This is an optimization exercise on Yosys and OpenROAD, whose aim is small area, a short achievable clock period and few clock cycles per item, not a production implementation. Power and IR drop assume default switching activity.

==> flow/design.v <==
package ihsp_pkg;
    localparam logic [7:0] B_FF    = 8'hFF;
    localparam logic [7:0] B_SOI   = 8'hD8;
    localparam logic [7:0] B_APP0  = 8'hE0;
    localparam logic [7:0] B_PNG0  = 8'h89;
    localparam logic [7:0] B_SUB   = 8'h1A;
    localparam logic [7:0] B_CR    = 8'h0D;
    localparam logic [7:0] B_LF    = 8'h0A;
    localparam logic [7:0] C_J     = 8'h4A;
    localparam logic [7:0] C_F     = 8'h46;
    localparam logic [7:0] C_I     = 8'h49;
    localparam logic [7:0] C_G     = 8'h47;
    localparam logic [7:0] C_P     = 8'h50;
    localparam logic [7:0] C_N     = 8'h4E;
    localparam logic [7:0] C_H     = 8'h48;
    localparam logic [7:0] C_D     = 8'h44;
    localparam logic [7:0] C_R     = 8'h52;
    localparam int FIRST_WINDOW_END = 13;
    localparam int GIF_LAST_SIZE    = 9;
    localparam int PNG_LAST_SIZE    = 23;
    localparam int MIN_LEN_M1       = 23;
endpackage
module ihsp_track #(
    parameter int OFFSET_BITS = 20
) (
    input  logic                   clk,
    input  logic                   rst_n,
    input  logic                   take,       
    input  logic                   fin,        
    input  logic [7:0]             data_byte,
    input  logic                   jfif,       
    output logic [4:0]             pos,        
    output logic                   pos_small,      
    output logic [9:1][7:0]        hist,
    input  logic [15:0]            cnt,        
    output logic                   cnt_load,   
    output logic                   cnt_dec,    
    output logic [15:0]            seg_len,
    output logic                   load,       
    output logic                   wff_next    
);
    logic [OFFSET_BITS-1:0] offset_reg;
    logic                   small_reg;
    logic                   load_at_reg;    
    logic                   wait_reg;
    logic                   ff10_reg, sof10_reg, ff11_reg;
    logic                   wff_reg;
    logic                   ovf_reg;        
    logic pos13, win_bad, walk_next, ovf_next;
    logic [OFFSET_BITS-1:0] offset_next;
    assign pos     = offset_reg[4:0];
    assign pos_small = small_reg;
    assign pos13   = small_reg && pos == 5'(ihsp_pkg::FIRST_WINDOW_END);
    assign load    = take && load_at_reg;
    assign seg_len = {hist[9], hist[8]};
    assign win_bad = !ff11_reg || sof10_reg;
    assign offset_next = (&offset_reg) ? offset_reg : offset_reg + OFFSET_BITS'(1);
    assign ovf_next    = {{(OFFSET_BITS-16){1'b0}}, hist[8], hist[7]} >= ~offset_next;
    assign wff_next = load_at_reg ? ff11_reg : wff_reg;
    assign walk_next = (pos13 ? jfif : 1'b1) && !win_bad && !ovf_reg;
    assign cnt_load  = take && !fin && load_at_reg && walk_next;
    assign cnt_dec   = take && !fin && !load_at_reg && wait_reg && cnt != 16'd0;
    always_ff @(posedge clk or negedge rst_n)
    begin
        if (!rst_n)
        begin
            offset_reg   <= '0;
            small_reg    <= 1'b1;
            load_at_reg  <= 1'b0;
            wait_reg     <= 1'b0;
        end
        else if (take)
        begin
            if (fin)
            begin
                offset_reg   <= '0;
                small_reg    <= 1'b1;
                load_at_reg  <= 1'b0;
                wait_reg     <= 1'b0;
            end
            else
            begin
                offset_reg <= offset_next;
                if (&pos)
                    small_reg <= 1'b0;
                if (load_at_reg)
                    load_at_reg <= 1'b0;
                else
                    load_at_reg <= (pos_small && pos == 5'(ihsp_pkg::FIRST_WINDOW_END - 1)) ||
                                   (wait_reg && cnt == 16'd0);
                if (load_at_reg)
                    wait_reg <= walk_next;
            end
        end
    end
    always_ff @(posedge clk)
    begin
        if (take && !fin)
            ovf_reg <= ovf_next;
        if (take)
        begin
            hist[1]   <= data_byte;
            for (int i = 2; i <= 9; i++)
                hist[i] <= hist[i-1];
            ff10_reg  <= hist[9] == ihsp_pkg::B_FF;
            sof10_reg <= (hist[9][7:2] == 6'b110000) || (hist[9] == 8'hC9) ||
                         (hist[9] == 8'hCA) || (hist[9] == 8'hCB);
            ff11_reg  <= ff10_reg;
        end
        if (load)
            wff_reg <= ff11_reg;
    end
endmodule
module ihsp_decode (
    input  logic                   clk,
    input  logic                   take,
    input  logic [7:0]             data_byte,
    input  logic [4:0]             pos,         
    input  logic                   pos_small,   
    input  logic                   wff_next,    
    output logic                   jfif,
    output logic                   f_jpeg,      
    output logic                   res_jpeg,    
    output logic                   res_gif,
    output logic                   res_png,
    output logic                   f_gif,       
    output logic                   f_png        
);
    logic       f_jfif;
    logic       hdr, long_enough;
    logic [7:0] d;
    assign d           = data_byte;
    assign hdr         = pos_small && !pos[4];               
    assign long_enough = !pos_small || pos >= 5'(ihsp_pkg::MIN_LEN_M1);
    always_ff @(posedge clk)
    begin
        if (take && hdr)
        begin
            case (pos[3:0])
                4'd0:
                begin
                    f_jpeg <= d == ihsp_pkg::B_FF;
                    f_jfif <= 1'b1;
                    f_gif  <= d == ihsp_pkg::C_G;
                    f_png  <= d == ihsp_pkg::B_PNG0;
                end
                4'd1:
                begin
                    f_jpeg <= f_jpeg && d == ihsp_pkg::B_SOI;
                    f_gif  <= f_gif  && d == ihsp_pkg::C_I;
                    f_png  <= f_png  && d == ihsp_pkg::C_P;
                end
                4'd2:
                begin
                    f_jfif <= f_jfif && d == ihsp_pkg::B_FF;
                    f_gif  <= f_gif  && d == ihsp_pkg::C_F;
                    f_png  <= f_png  && d == ihsp_pkg::C_N;
                end
                4'd3:
                begin
                    f_jfif <= f_jfif && d == ihsp_pkg::B_APP0;
                    f_png  <= f_png  && d == ihsp_pkg::C_G;
                end
                4'd4: f_png <= f_png && d == ihsp_pkg::B_CR;
                4'd5: f_png <= f_png && d == ihsp_pkg::B_LF;
                4'd6:
                begin
                    f_jfif <= f_jfif && d == ihsp_pkg::C_J;
                    f_png  <= f_png  && d == ihsp_pkg::B_SUB;
                end
                4'd7:
                begin
                    f_jfif <= f_jfif && d == ihsp_pkg::C_F;
                    f_png  <= f_png  && d == ihsp_pkg::B_LF;
                end
                4'd8:  f_jfif <= f_jfif && d == ihsp_pkg::C_I;
                4'd9:  f_jfif <= f_jfif && d == ihsp_pkg::C_F;
                4'd12: f_png  <= f_png && d == ihsp_pkg::C_I;
                4'd13: f_png  <= f_png && d == ihsp_pkg::C_H;
                4'd14: f_png  <= f_png && d == ihsp_pkg::C_D;
                4'd15: f_png  <= f_png && d == ihsp_pkg::C_R;
                default: ;
            endcase
        end
    end
    assign jfif = f_jpeg && f_jfif;
    assign res_jpeg = long_enough && f_jpeg && wff_next;
    assign res_gif  = long_enough && f_gif;
    assign res_png  = long_enough && f_png;
endmodule
module image_header_size_parser #(
    parameter int OFFSET_BITS = 20
) (
    input  logic        clk,
    input  logic        rst_n,
    input  logic        in_valid,
    output logic        in_ready,
    input  logic [7:0]  in_data,
    input  logic        in_last,
    output logic        out_valid,
    input  logic        out_ready,
    output logic        out_status,
    output logic [1:0]  out_format,
    output logic [31:0] out_width,
    output logic [31:0] out_height
);
    logic              ready_reg;
    logic              first_reg;
    logic              out_valid_reg;
    logic              queued_reg;
    logic              status_reg;
    logic [1:0]        format_reg;
    logic [3:0][7:0]   width_reg, height_reg;
    logic              take, fin, hold_out, result_in, fail_in, clear_all, clear_high;
    logic              first_next, out_valid_next, queued_next;
    logic [4:0]        pos;
    logic              pos_small;
    logic [9:1][7:0]   hist;
    logic              load, wff_next, jfif;
    logic              cnt_load, cnt_dec;
    logic [15:0]       seg_len;
    logic              f_jpeg, f_gif, f_png;
    logic              res_jpeg, res_gif, res_png;
    logic [3:0]        wr_w, wr_h;
    logic              at_jpeg;
    assign take     = in_valid && ready_reg;
    assign fin      = take && in_last;
    assign in_ready = ready_reg;
    assign hold_out = out_valid_reg && !out_ready;
    ihsp_track #(
        .OFFSET_BITS (OFFSET_BITS)
    ) u_track (
        .clk        (clk),
        .rst_n      (rst_n),
        .take       (take),
        .fin        (fin),
        .data_byte  (in_data),
        .jfif       (jfif),
        .pos        (pos),
        .pos_small  (pos_small),
        .hist       (hist),
        .cnt        ({width_reg[3], width_reg[2]}),
        .cnt_load   (cnt_load),
        .cnt_dec    (cnt_dec),
        .seg_len    (seg_len),
        .load       (load),
        .wff_next   (wff_next)
    );
    ihsp_decode u_decode (
        .clk        (clk),
        .take       (take),
        .data_byte  (in_data),
        .pos        (pos),
        .pos_small  (pos_small),
        .wff_next   (wff_next),
        .jfif       (jfif),
        .f_jpeg     (f_jpeg),
        .res_jpeg   (res_jpeg),
        .res_gif    (res_gif),
        .res_png    (res_png),
        .f_gif      (f_gif),
        .f_png      (f_png)
    );
    always_comb
    begin
        first_next     = take ? fin : first_reg;
        out_valid_next = fin || (out_valid_reg && (queued_reg || !out_ready));
        queued_next    = (fin && hold_out) || (queued_reg && !out_ready);
    end
    always_ff @(posedge clk or negedge rst_n)
    begin
        if (!rst_n)
        begin
            ready_reg     <= 1'b1;
            first_reg     <= 1'b1;
            out_valid_reg <= 1'b0;
            queued_reg    <= 1'b0;
        end
        else
        begin
            ready_reg     <= !queued_next && (!out_valid_next || first_next);
            first_reg     <= first_next;
            out_valid_reg <= out_valid_next;
            queued_reg    <= queued_next;
        end
    end
    assign result_in  = fin && !hold_out;
    assign fail_in    = !(res_jpeg || res_gif || res_png);
    assign clear_all  = (result_in && fail_in) || (queued_reg && out_ready);
    assign clear_high = clear_all || (result_in && !res_png);
    always_ff @(posedge clk)
    begin
        if (result_in)
        begin
            status_reg <= fail_in;
            format_reg <= res_jpeg ? 2'd0 : res_gif ? 2'd1 : res_png ? 2'd2 : 2'd3;
        end
        else if (queued_reg && out_ready)
        begin
            status_reg <= 1'b1;
            format_reg <= 2'd3;
        end
    end
    assign at_jpeg = load && f_jpeg;
    always_comb
    begin
        for (int i = 0; i < 4; i++)
        begin
            wr_w[i] = take && pos_small && f_png && pos == 5'(19 - i);
            wr_h[i] = take && pos_small && f_png && pos == 5'(23 - i);
        end
        wr_w[0] = wr_w[0] || at_jpeg || (take && pos_small && f_gif && pos == 5'd6);
        wr_w[1] = wr_w[1] || at_jpeg || (take && pos_small && f_gif && pos == 5'd7);
        wr_h[0] = wr_h[0] || at_jpeg || (take && pos_small && f_gif && pos == 5'd8);
        wr_h[1] = wr_h[1] || at_jpeg || (take && pos_small && f_gif && pos == 5'd9);
    end
    always_ff @(posedge clk)
    begin
        for (int i = 0; i < 2; i++)
        begin
            if (clear_all)
            begin
                width_reg[i]  <= 8'd0;
                height_reg[i] <= 8'd0;
            end
            else
            begin
                if (wr_w[i])
                    width_reg[i]  <= at_jpeg ? hist[3+i] : in_data;
                if (wr_h[i])
                    height_reg[i] <= at_jpeg ? hist[5+i] : in_data;
            end
        end
        for (int i = 2; i < 4; i++)
        begin
            if (clear_high)
                height_reg[i] <= 8'd0;
            else if (wr_h[i])
                height_reg[i] <= in_data;
        end
        if (clear_high)
            {width_reg[3], width_reg[2]} <= 16'd0;
        else if (cnt_load)
            {width_reg[3], width_reg[2]} <= seg_len;
        else if (cnt_dec)
            {width_reg[3], width_reg[2]} <= {width_reg[3], width_reg[2]} - 16'd1;
        else
        begin
            if (wr_w[3])
                width_reg[3] <= in_data;
            if (wr_w[2])
                width_reg[2] <= in_data;
        end
    end
    assign out_valid  = out_valid_reg;
    assign out_status = status_reg;
    assign out_format = format_reg;
    assign out_width  = width_reg;
    assign out_height = height_reg;
endmodule
export LEC_CHECK = 0
export CAP_MARGIN = 20
export CORE_MARGIN = 2
export CORE_UTILIZATION = 65
export SETUP_SLACK_MARGIN = 3.3
export SLEW_MARGIN = 20
create_clock -name core_clock -period 5.5 [get_ports {clk}]
standard.sh (not shown) runs the stock make flow with config.mk's settings and CLKGATE_MAP_FILE= SYNTH_SCRIPT=/design/flow/synth_recipe.tcl, a recipe that flattens the netlist after the stock synthesis.
==> flow/flow/run.sh <==
#!/bin/bash
# Standard layout (the standard.sh, unchanged synthesis), with two changes:
# plain buf_1 cells as the port buffers instead of the default delay buffers, and no
# dummy loads in the clock tree.
set -euo pipefail
export BUFFER_PORTS_ARGS="-buffer_cell sky130_fd_sc_hd__buf_1"
export CTS_ARGS="-sink_clustering_enable -repair_clock_nets -dont_use_dummy_load -buf_list sky130_fd_sc_hd__clkbuf_8"
bash standard.sh > standard.log 2>&1
==> next run, changes <==
--- a/flow/design.v
+++ b/flow/design.v
@@ -44,21 +44,18 @@
     logic                   load_at_reg;    
     logic                   wait_reg;
     logic                   ff10_reg, sof10_reg, ff11_reg;
     logic                   wff_reg;
-    logic                   ovf_reg;        
-    logic pos13, win_bad, walk_next, ovf_next;
-    logic [OFFSET_BITS-1:0] offset_next;
+    logic pos13, win_bad, ovf, walk_next;
     assign pos     = offset_reg[4:0];
     assign pos_small = small_reg;
     assign pos13   = small_reg && pos == 5'(ihsp_pkg::FIRST_WINDOW_END);
     assign load    = take && load_at_reg;
     assign seg_len = {hist[9], hist[8]};
     assign win_bad = !ff11_reg || sof10_reg;
-    assign offset_next = (&offset_reg) ? offset_reg : offset_reg + OFFSET_BITS'(1);
-    assign ovf_next    = {{(OFFSET_BITS-16){1'b0}}, hist[8], hist[7]} >= ~offset_next;
+    assign ovf     = {{(OFFSET_BITS-16){1'b0}}, seg_len} >= ~offset_reg;
     assign wff_next = load_at_reg ? ff11_reg : wff_reg;
-    assign walk_next = (pos13 ? jfif : 1'b1) && !win_bad && !ovf_reg;
+    assign walk_next = (pos13 ? jfif : 1'b1) && !win_bad && !ovf;
     assign cnt_load  = take && !fin && load_at_reg && walk_next;
     assign cnt_dec   = take && !fin && !load_at_reg && wait_reg && cnt != 16'd0;
     always_ff @(posedge clk or negedge rst_n)
     begin
@@ -79,9 +76,10 @@
                 wait_reg     <= 1'b0;
             end
             else
             begin
-                offset_reg <= offset_next;
+                if (!(&offset_reg))
+                    offset_reg <= offset_reg + OFFSET_BITS'(1);
                 if (&pos)
                     small_reg <= 1'b0;
                 if (load_at_reg)
                     load_at_reg <= 1'b0;
@@ -94,10 +92,8 @@
         end
     end
     always_ff @(posedge clk)
     begin
-        if (take && !fin)
-            ovf_reg <= ovf_next;
         if (take)
         begin
             hist[1]   <= data_byte;
             for (int i = 2; i <= 9; i++)
After rerunning: The new run produced a clean layout. Sequential share of layout area rises by 4.8 points. Power went down by 4.7%. Fmax climbs by 45%. Final area drops by 11%. Combinational power came out lower by 17%. Flip-flop and latch count went down by 1.
Function was not checked in any run of this note: the RTL went through the layout flow alone.

re-timing with driven ports:
How much do the figures lean on ideal ports? The routed layouts below were timed once more, with nothing changed but the port constraints. Step 1 assumes that a clkbuf_16 drives the clock port and a buf_2 every other input. Step 2 adds t to the input delays and takes it off the output delays; t is the mean of the earliest and latest rising clock arrival at the registers after step 1. Input paths then give back, and output paths get back, about the clock's delay inside the block. Slacks: ideal / step 1 / step 2; pairs: ideal / step 1.
run	t, ns	setup slack, ns	worst setup path after step 2	clock arrival spread, ns	worst register clock-pin slew, ns
the first run	0.483	2.117 / 2.117 / 2.117	register to register	0.025 / 0.026	0.09 / 0.09
the second run	0.495	3.161 / 3.161 / 2.727	input to register	0.032 / 0.032	0.10 / 0.10
After both steps every run listed still meets setup and hold. The setup slack of the second run, which loses most, moves by 0.000 ns with the drivers and by -0.434 ns with both steps.
